What follows belongs to an exercise in optimizing a design on an open flow for small area and a short achievable clock period; a production flow would make more cautious choices.
At most, simulation tests tie the RTL to the original design; equivalence was not proved.
Power figures rest on the tool's default switching activity, not on a simulated workload.

==> flow/design.v <==
package fpcvt_pkg;
    localparam int FLAG_W        = 3;
    localparam int FLAG_INVALID  = 2;
    localparam int FLAG_OVERFLOW = 1;
    localparam int FLAG_INEXACT  = 0;
    localparam int FP64_BIAS = 1023;
endpackage
`timescale 1ns/10ps
module fp64_to_int64 #(
    parameter int TAG_W = 4
) (
    input  logic                          clk,
    input  logic                          load,
    input  logic [63:0]                   in_data,
    input  logic [TAG_W-1:0]              in_tag,
    output logic [63:0]                   q_word,
    output logic                          q_sign,
    output logic [fpcvt_pkg::FLAG_W-1:0]  q_flags,
    output logic [TAG_W-1:0]              q_tag
);
    logic        s;
    logic [10:0] e;
    logic [51:0] m;
    logic        m_nz;
    logic        is_nan, in_rng, shifted, sat, exact_min, below_one, at_one;
    logic [5:0]  amt;
    logic [64:0] sh [0:6];
    logic [6:0]  st;
    logic        inexact_n;
    logic [63:0] nxt_word;
    logic [fpcvt_pkg::FLAG_W-1:0] nxt_flags;
    assign s = in_data[63];
    assign e = in_data[62:52];
    assign m = in_data[51:0];
    assign m_nz = |m;
    assign is_nan    = (e == 11'h7ff) && m_nz;
    assign in_rng    = e[10] && (e[9:6] == 4'd0);
    assign shifted   = in_rng && (e[5:1] != 5'h1f);
    assign sat       = e[10] && !shifted && !is_nan;
    assign exact_min = (e == 11'd1086) && s && !m_nz;
    assign below_one = !e[10] && (e[9:0] != 10'h3ff);
    assign at_one    = !e[10] && (e[9:0] == 10'h3ff);
    assign amt   = ~e[5:0];
    assign sh[0] = {1'b1, m, 12'd0};
    assign st[0] = 1'b0;
    for (genvar j = 0; j < 6; j++) begin : g_sh
        localparam int D = 1 << (5 - j);
        assign sh[j+1] = amt[5-j] ? {{D{1'b0}}, sh[j][64:D]} : sh[j];
        assign st[j+1] = st[j] | (amt[5-j] & (|sh[j][D-1:0]));
    end
    assign inexact_n = st[6];
    always_comb begin
        nxt_word = '0;
        if (shifted) nxt_word = sh[6][63:0];
        if (at_one)  nxt_word[0] = 1'b1;
        if (sat)     nxt_word = s ? 64'h8000_0000_0000_0000 : 64'h7fff_ffff_ffff_ffff;
    end
    always_comb begin
        nxt_flags = '0;
        nxt_flags[fpcvt_pkg::FLAG_INVALID]  = is_nan;
        nxt_flags[fpcvt_pkg::FLAG_OVERFLOW] = sat && !exact_min;
        nxt_flags[fpcvt_pkg::FLAG_INEXACT]  = (below_one && ((e != 11'd0) || m_nz))
                                            || (at_one && m_nz)
                                            || (shifted && inexact_n);
    end
    always_ff @(posedge clk) begin
        if (load) begin
            q_word  <= nxt_word;
            q_sign  <= s;
            q_flags <= nxt_flags;
            q_tag   <= in_tag;
        end
    end
endmodule
`timescale 1ns/10ps
module int64_to_fp64 #(
    parameter int TAG_W = 4
) (
    input  logic                 clk,
    input  logic                 load,
    input  logic [63:0]          in_data,
    input  logic [TAG_W-1:0]     in_tag,
    output logic [63:0]          q_word,
    output logic                 q_sticky,
    output logic [TAG_W-1:0]     q_tag
);
    logic        s;
    logic [63:0] x;
    logic [63:0] d;
    logic [5:0]  lzd;
    logic [63:0] xs [0:6];
    logic        low_nz;
    logic        is_zero;
    logic        pow2neg;
    logic [10:0] exp_v;
    logic [63:0] nxt_word;
    assign x = in_data;
    assign s = x[63];
    assign d[0] = 1'b1;
    assign d[63:1] = x[63:1] ^ x[62:0];
    lzc64 u_lzc (.v(d), .cnt(lzd));
    assign xs[0] = x;
    for (genvar j = 0; j < 6; j++) begin : g_sh
        localparam int D = 1 << (5 - j);
        assign xs[j+1] = lzd[5-j] ? {xs[j][63-D:0], {D{1'b0}}} : xs[j];
    end
    assign low_nz  = |xs[6][9:0];
    assign is_zero = (x == 64'd0);
    assign pow2neg = s && !(|(d[63:1] & ~x[63:1]));
    always_comb begin
        exp_v = '0;
        for (int i = 0; i < 64; i++) begin
            if (lzd == 6'(i)) exp_v = pow2neg ? 11'(1086 - i) : 11'(1085 - i);
        end
    end
    assign nxt_word = {s, exp_v & {11{!is_zero}}, xs[6][61:10]};
    always_ff @(posedge clk) begin
        if (load) begin
            q_word    <= nxt_word;
            q_sticky  <= low_nz;
            q_tag     <= in_tag;
        end
    end
endmodule
module lzc64 (
    input  logic [63:0] v,
    output logic [5:0]  cnt
);
    logic [31:0] v1;  logic [0:0] c1 [0:31];
    logic [15:0] v2;  logic [1:0] c2 [0:15];
    logic [7:0]  v3;  logic [2:0] c3 [0:7];
    logic [3:0]  v4;  logic [3:0] c4 [0:3];
    logic [1:0]  v5;  logic [4:0] c5 [0:1];
    always_comb begin
        for (int i = 0; i < 32; i++) begin
            v1[i] = v[2*i+1] | v[2*i];
            c1[i] = !v[2*i+1];
        end
        for (int i = 0; i < 16; i++) begin
            v2[i] = v1[2*i+1] | v1[2*i];
            c2[i] = v1[2*i+1] ? {1'b0, c1[2*i+1]} : {1'b1, c1[2*i]};
        end
        for (int i = 0; i < 8; i++) begin
            v3[i] = v2[2*i+1] | v2[2*i];
            c3[i] = v2[2*i+1] ? {1'b0, c2[2*i+1]} : {1'b1, c2[2*i]};
        end
        for (int i = 0; i < 4; i++) begin
            v4[i] = v3[2*i+1] | v3[2*i];
            c4[i] = v3[2*i+1] ? {1'b0, c3[2*i+1]} : {1'b1, c3[2*i]};
        end
        for (int i = 0; i < 2; i++) begin
            v5[i] = v4[2*i+1] | v4[2*i];
            c5[i] = v4[2*i+1] ? {1'b0, c4[2*i+1]} : {1'b1, c4[2*i]};
        end
        cnt = v5[1] ? {1'b0, c5[1]} : {1'b1, c5[0]};
    end
endmodule
`timescale 1ns/10ps
module result_arbiter #(
    parameter int TAG_W = 4
) (
    input  logic                         clk,
    input  logic                         rst,
    input  logic                         f2i_valid,
    output logic                         f2i_ready,
    input  logic                         i2f_valid,
    output logic                         i2f_ready,
    output logic                         load0,
    output logic                         load1,
    input  logic [63:0]                  word0,
    input  logic                         sign0,
    input  logic [fpcvt_pkg::FLAG_W-1:0] flags0,
    input  logic [TAG_W-1:0]             tag0,
    input  logic [63:0]                  word1,
    input  logic                         sticky1,
    input  logic [TAG_W-1:0]             tag1,
    output logic                         res_valid,
    input  logic                         res_ready,
    output logic [63:0]                  res_data,
    output logic [fpcvt_pkg::FLAG_W-1:0] res_flags,
    output logic [TAG_W-1:0]             res_tag,
    output logic                         res_src
);
    logic held0, held1, prio, grant1;
    logic n_held0, n_held1, n_prio;
    logic take0, take1, xfer;
    logic [63:0] below0, below1;
    logic [63:0] r0, r1;
    assign res_valid = held0 | held1;
    assign res_src   = grant1;
    assign take0     = res_ready & !grant1;
    assign take1     = res_ready & grant1;
    assign f2i_ready = !held0 | take0;
    assign i2f_ready = !held1 | take1;
    assign load0     = f2i_valid & f2i_ready;
    assign load1     = i2f_valid & i2f_ready;
    assign xfer      = res_valid & res_ready;
    always_comb begin
        n_held0 = load0 | (held0 & !take0);
        n_held1 = load1 | (held1 & !take1);
        n_prio  = xfer ? !grant1 : prio;
        if (rst) begin
            n_held0 = 1'b0;
            n_held1 = 1'b0;
            n_prio  = 1'b0;
        end
    end
    always_ff @(posedge clk) begin
        held0  <= n_held0;
        held1  <= n_held1;
        prio   <= n_prio;
        grant1 <= n_held1 & (!n_held0 | n_prio);
    end
    function automatic [63:0] below_of;
        input [63:0] v;
        input        st;
        logic [63:0] p;
        p = {v[62:0], st};
        for (int l = 0; l < 6; l++) begin
            for (int i = 0; i < 64; i++) begin
                if ((i >> l) & 1)
                    p[i] = p[i] | p[((i >> l) << l) - 1];
            end
        end
        below_of = p;
    endfunction
    assign below0 = below_of(word0, 1'b0);
    assign below1 = below_of({12'd0, word1[51:0]}, sticky1);
    assign r0 = word0 ^ ({64{sign0}} & below0);
    assign r1 = {word1[63:52], word1[51:0] ^ ({52{word1[63]}} & below1[51:0])};
    assign res_data  = grant1 ? r1 : r0;
    assign res_flags = grant1 ? {2'b00, sticky1} : flags0;
    assign res_tag   = grant1 ? tag1 : tag0;
endmodule
`timescale 1ns/10ps
module fpcvt_top #(
    parameter int TAG_W = 4
) (
    input  logic                         clk,
    input  logic                         rst,
    input  logic                         f2i_valid,
    output logic                         f2i_ready,
    input  logic [63:0]                  f2i_data,
    input  logic [TAG_W-1:0]             f2i_tag,
    input  logic                         i2f_valid,
    output logic                         i2f_ready,
    input  logic [63:0]                  i2f_data,
    input  logic [TAG_W-1:0]             i2f_tag,
    output logic                         res_valid,
    input  logic                         res_ready,
    output logic [63:0]                  res_data,
    output logic [fpcvt_pkg::FLAG_W-1:0] res_flags,
    output logic [TAG_W-1:0]             res_tag,
    output logic                         res_src
);
    logic                         load0, load1;
    logic [63:0]                  word0, word1;
    logic                         sign0, sticky1;
    logic [fpcvt_pkg::FLAG_W-1:0] flags0;
    logic [TAG_W-1:0]             tag0, tag1;
    fp64_to_int64 #(.TAG_W(TAG_W)) u_f2i (
        .clk     (clk),
        .load    (load0),
        .in_data (f2i_data),
        .in_tag  (f2i_tag),
        .q_word  (word0),
        .q_sign  (sign0),
        .q_flags (flags0),
        .q_tag   (tag0)
    );
    int64_to_fp64 #(.TAG_W(TAG_W)) u_i2f (
        .clk       (clk),
        .load      (load1),
        .in_data   (i2f_data),
        .in_tag    (i2f_tag),
        .q_word    (word1),
        .q_sticky  (sticky1),
        .q_tag     (tag1)
    );
    result_arbiter #(.TAG_W(TAG_W)) u_arb (
        .clk       (clk),
        .rst       (rst),
        .f2i_valid (f2i_valid),
        .f2i_ready (f2i_ready),
        .i2f_valid (i2f_valid),
        .i2f_ready (i2f_ready),
        .load0     (load0),
        .load1     (load1),
        .word0     (word0),
        .sign0     (sign0),
        .flags0    (flags0),
        .tag0      (tag0),
        .word1     (word1),
        .sticky1   (sticky1),
        .tag1      (tag1),
        .res_valid (res_valid),
        .res_ready (res_ready),
        .res_data  (res_data),
        .res_flags (res_flags),
        .res_tag   (res_tag),
        .res_src   (res_src)
    );
endmodule
Settings: LEC_CHECK=0, ABC_AREA=1, CAP_MARGIN=20, CORE_MARGIN=2, CORE_UTILIZATION=40, SETUP_SLACK_MARGIN=3.0, SLEW_MARGIN=20; clock period 7.0 ns.
standard.sh (not shown) runs the stock make flow with config.mk's settings and CLKGATE_MAP_FILE= SYNTH_SCRIPT=/design/flow/synth_recipe.tcl, a recipe that flattens the netlist after the stock synthesis.
==> flow/flow/run.sh <==
#!/bin/bash
# The standard layout, with the port buffers made as buf_1 cells instead of
# the buffer_ports default (a slow delay cell on this platform).
set -euo pipefail
export BUFFER_PORTS_ARGS="-buffer_cell sky130_fd_sc_hd__buf_1"
bash standard.sh > flow_standard.log 2>&1
Next try:
SETUP_SLACK_MARGIN = 2.7   (was 3.0)
Outcome: Core utilization went down by 5.1 points; power went down by 4.6%; fmax hardly moves; clock-buffer cell count went down by 1; via count went down by 3.6%; worst hold slack is better by 16 ps.
Function was not checked in any run of this note: the RTL went through the layout flow alone.

---

v36:
fpcvt_top, a different RTL version from the one above (not shown whole).
For scale: roughly 3400 cells after synthesis, roughly 220 I/O pins.
Settings: LEC_CHECK=0, ABC_AREA=1, CAP_MARGIN=20, CORE_MARGIN=2, CORE_UTILIZATION=40, SETUP_SLACK_MARGIN=2.5, SLEW_MARGIN=20, SYNTH_HIERARCHICAL=1; clock period 7.0 ns.
Scripts as last shown in full above: flow/flow/run.sh
### v36 -> v11
-- flow/config.mk --
<<< v36, line 12
export SETUP_SLACK_MARGIN = 2.5
>>> v11, line 12
export SETUP_SLACK_MARGIN = 2.7
<<< v36, line 14
export SYNTH_HIERARCHICAL = 1
>>> v11, line 14
No stage failed in v11, and the final checks on the layout all came back clean.
v11 does better than v36 on routed wire length.
On post-route cell area, v36 loses to v11.
The share of cell area taken by flip-flops and latches in v11 sits 1.2 points above the value recorded for v36.
[inputs] v6 vs v11
-- flow/config.mk --
<<< v11, line 12
export SETUP_SLACK_MARGIN = 2.7
>>> v6, line 12
export SETUP_SLACK_MARGIN = 2.5
--- outcome ---
- v11 was routed with more vias than v6.
- Going from v11 to v6, cell count shrinks by 27.
- Per the comparison of v6 with v11, post-layout instance area -2.2%, hold slack flat, arrival time reported for the critical path endpoint now larger, fraction of power consumed by combinational cells down 0.7 points.
- Setup slack in v6 is smaller than in v11.
- NOTE: footprint of the multi-input gates in v6 falls short of that of v11
- For count of non-CTS buffers in the layout, dividing the value from v11 by the value from v6 gives 1.10.
- In the tables for v11 and v6, final wirelength reads lower with v6.
The inputs of v13 differ from those of v6 as listed below.
-- flow/config.mk --
<<< v6, line 12
>>> v13, line 12
export PLACE_DENSITY = 0.75
==> results.txt <==
The initial antenna violation count in v13 was lower than what v6 gave. Number of buffers and inverters on the critical path ends up higher on v6. Final non-filler cell total of v6 is on par with v13. For the post-layout instance area, v13 came in about 0.56% lower than v6 did. Compared with v6, v13 shows a lower power density of the placed cells. Count of instances resized after the clock tree is built went down by more than a quarter going from v6 to v13. On critical path depth: v13 sits below v6. Compared with v6, v13 has less setup slack.

---

fpcvt_top, a different RTL version from the one above (not shown whole).
Size in the first run: ~3,200 cells after synthesis, ~19,000 µm² of cells after synthesis.
Settings: LEC_CHECK=0, ABC_AREA=1, CAP_MARGIN=20, CORE_MARGIN=2, CORE_UTILIZATION=65, SETUP_SLACK_MARGIN=2.8, SLEW_MARGIN=20; clock period 7.0 ns.
==> flow/flow/run.sh <==
#!/bin/bash
# The standard layout, with the port buffers made as buf_2 cells instead of
# the buffer_ports default (a slow delay cell on this platform).
set -euo pipefail
export BUFFER_PORTS_ARGS="-buffer_cell sky130_fd_sc_hd__buf_2"
bash standard.sh > flow_standard.log 2>&1
The first run aborted during 5_1_grt with GRT-0232.
Change:
- CORE_UTILIZATION: 65 -> 40
- SETUP_SLACK_MARGIN: 2.8 -> 2.5
With this change the flow ran to the end with no violations. Synthesized area stays the same. Synthesized cell count stays the same.
Change:
==> flow/flow/run.sh (replaced) <==
#!/bin/bash
# The standard layout, with the port buffers made as buf_4 cells instead of
# the buffer_ports default (a slow delay cell on this platform), and setup
# repair limited to sizing, pin swaps and cloning (no buffer chains).
set -euo pipefail
export BUFFER_PORTS_ARGS="-buffer_cell sky130_fd_sc_hd__buf_4"
export SETUP_MOVE_SEQUENCE="unbuffer,sizeup,swap,clone"
bash standard.sh > flow_standard.log 2>&1
- SETUP_SLACK_MARGIN: 2.5 -> 3.0
The new run produced a clean layout.
Combinational power goes up by about a fifth.
Worst setup slack degrades by 310 ps.
Final cell count fell slightly.
Clock power goes down by a little under a tenth.
Flip-flop and latch count stays the same.
Change:
==> flow/flow/run.sh (replaced) <==
#!/bin/bash
# The standard layout, with the port buffers made as buf_4 cells instead of
# the buffer_ports default (a slow delay cell on this platform).
set -euo pipefail
export BUFFER_PORTS_ARGS="-buffer_cell sky130_fd_sc_hd__buf_4"
bash standard.sh > flow_standard.log 2>&1
- ABC_AREA: 1 -> not set
- SETUP_SLACK_MARGIN: 3.0 -> 2.8
Effect:
- worst hold slack gets better by 35 ps
- sequential power increases by about 4%
- final cell count drops by 23%
- power goes up by 5.0%
- area after synthesis went down by 6.9%
- maximum frequency decreases by 8.9%
- routed wire length is lower by 9.7%
- worst setup slack got worse by 470 ps
- synthesized cell count goes down by 30%
- via count fell by 18%
- global-route usage is about the same

---

Another version of the RTL of fpcvt_top (not shown whole).
For scale: ~3300 cells after synthesis, about 150 flip-flops, about 0.020 mm2 of cells after synthesis.
clock: 7.0 ns
lec_check: 0
abc_area: 1
cap_margin: 20
core_margin: 2
core_utilization: 40
setup_slack_margin: 3.0
slew_margin: 20
run.sh (not shown) runs the stock make flow with config.mk's settings and CLKGATE_MAP_FILE= SYNTH_SCRIPT=/design/flow/synth_recipe.tcl, a recipe that flattens the netlist after the stock synthesis.
Stock flow here: none of the scripts above is used.
Edit:
- SETUP_SLACK_MARGIN: 3.0 -> 0.4
Design area is lower by about 15%.
First-iteration DRC count shrinks by 7.8%.
Flip-flop and latch count is unchanged.
Routed wire length goes down by about 10%.
Synthesized area is unchanged.
Via count came out lower by 7.4%.
Non-clock buffer count goes down by 211.
Final cell count came out lower by about 5.3%.
Global-route usage shrinks by 2.5 points.
Sequential share of layout area increases by 3.0 points.
Worst hold slack degrades by 0.0082 ns.
Edit:
- SETUP_SLACK_MARGIN: 0.4 -> 3.4
Result:
- The changed run finished clean
- fmax increases by 24%
- via count rises by 22%
- design area is higher by 45%
Edit:
- SETUP_SLACK_MARGIN: 3.4 -> 2.5
The new run produced a clean layout.
Combinational power falls by 28%.
Non-clock buffer count falls by 298.
Worst setup slack is better by 0.16 ns.
Core utilization falls by 17 points.
Clock power falls by 8.1%.
Worst hold slack is worse by 0.030 ns.
Register-to-register slack is worse by 0.24 ns.
Final cell count falls by 7.3%.
Design area falls by 26%.
Function was not checked in any run of this note: the RTL went through the layout flow alone.

[port drivers added, routing unchanged]
No port has a modelled driver above. Below, the same layouts with a new extraction and two added sets of constraints. Step 1 sets driving cells, clkbuf_16 on the clock port and buf_2 on the other inputs (assumed; they add their load-dependent delay and slew). Step 2 moves the port delays by t, midway between the first and last clock arrival at a register: inputs arrive t later, outputs are due t later. That takes back most of the time a late clock gives input paths. Three values: ideal, step 1, step 2; two values: the first two.
run | t (ns) | setup slack, ns | worst hold slack (ns) | worst data-port slew with drivers (ns)
the first run of note 1 | 0.493 | 1.399 / 1.347 / 1.707 | 0.490 / 0.490 / 0.490 | 0.07
the second run of note 1 | 0.486 | 1.385 / 1.326 / 1.696 | 0.506 / 0.506 / 0.506 | 0.07
v36 | 0.486 | 2.568 / 2.600 / 2.113 | 0.500 / 0.500 / 0.500 | 0.06
v11 | 0.485 | 2.748 / 2.699 / 2.356 | 0.490 / 0.490 / 0.490 | 0.08
v6 | 0.493 | 2.566 / 2.511 / 2.125 | 0.491 / 0.491 / 0.491 | 0.07
v13 | 0.484 | 2.475 / 2.426 / 2.213 | 0.488 / 0.488 / 0.488 | 0.07
the second run of note 3 | 0.518 | 2.516 / 2.457 / 2.160 | 0.496 / 0.496 / 0.496 | 0.06
the third run of note 3 | 0.508 | 2.202 / 2.147 / 1.781 | 0.499 / 0.499 / 0.499 | 0.07
the fourth run of note 3 | 0.499 | 1.736 / 1.689 / 2.171 | 0.534 / 0.534 / 0.534 | 0.08
the first run of note 4 | 0.502 | 2.330 / 2.274 / 2.535 | 0.492 / 0.492 / 0.492 | 0.07
the second run of note 4 | 0.494 | 1.142 / 1.088 / 1.116 | 0.484 / 0.484 / 0.484 | 0.06
the third run of note 4 | 0.514 | 2.278 / 2.217 / 2.004 | 0.519 / 0.519 / 0.519 | 0.12
the fourth run of note 4 | 0.484 | 2.441 / 2.389 / 2.089 | 0.489 / 0.489 / 0.489 | 0.07
After both steps setup and hold are still met in every run listed. The setup slack of v36, which loses most, moves by +0.032 ns with the drivers and by -0.455 ns with both steps.
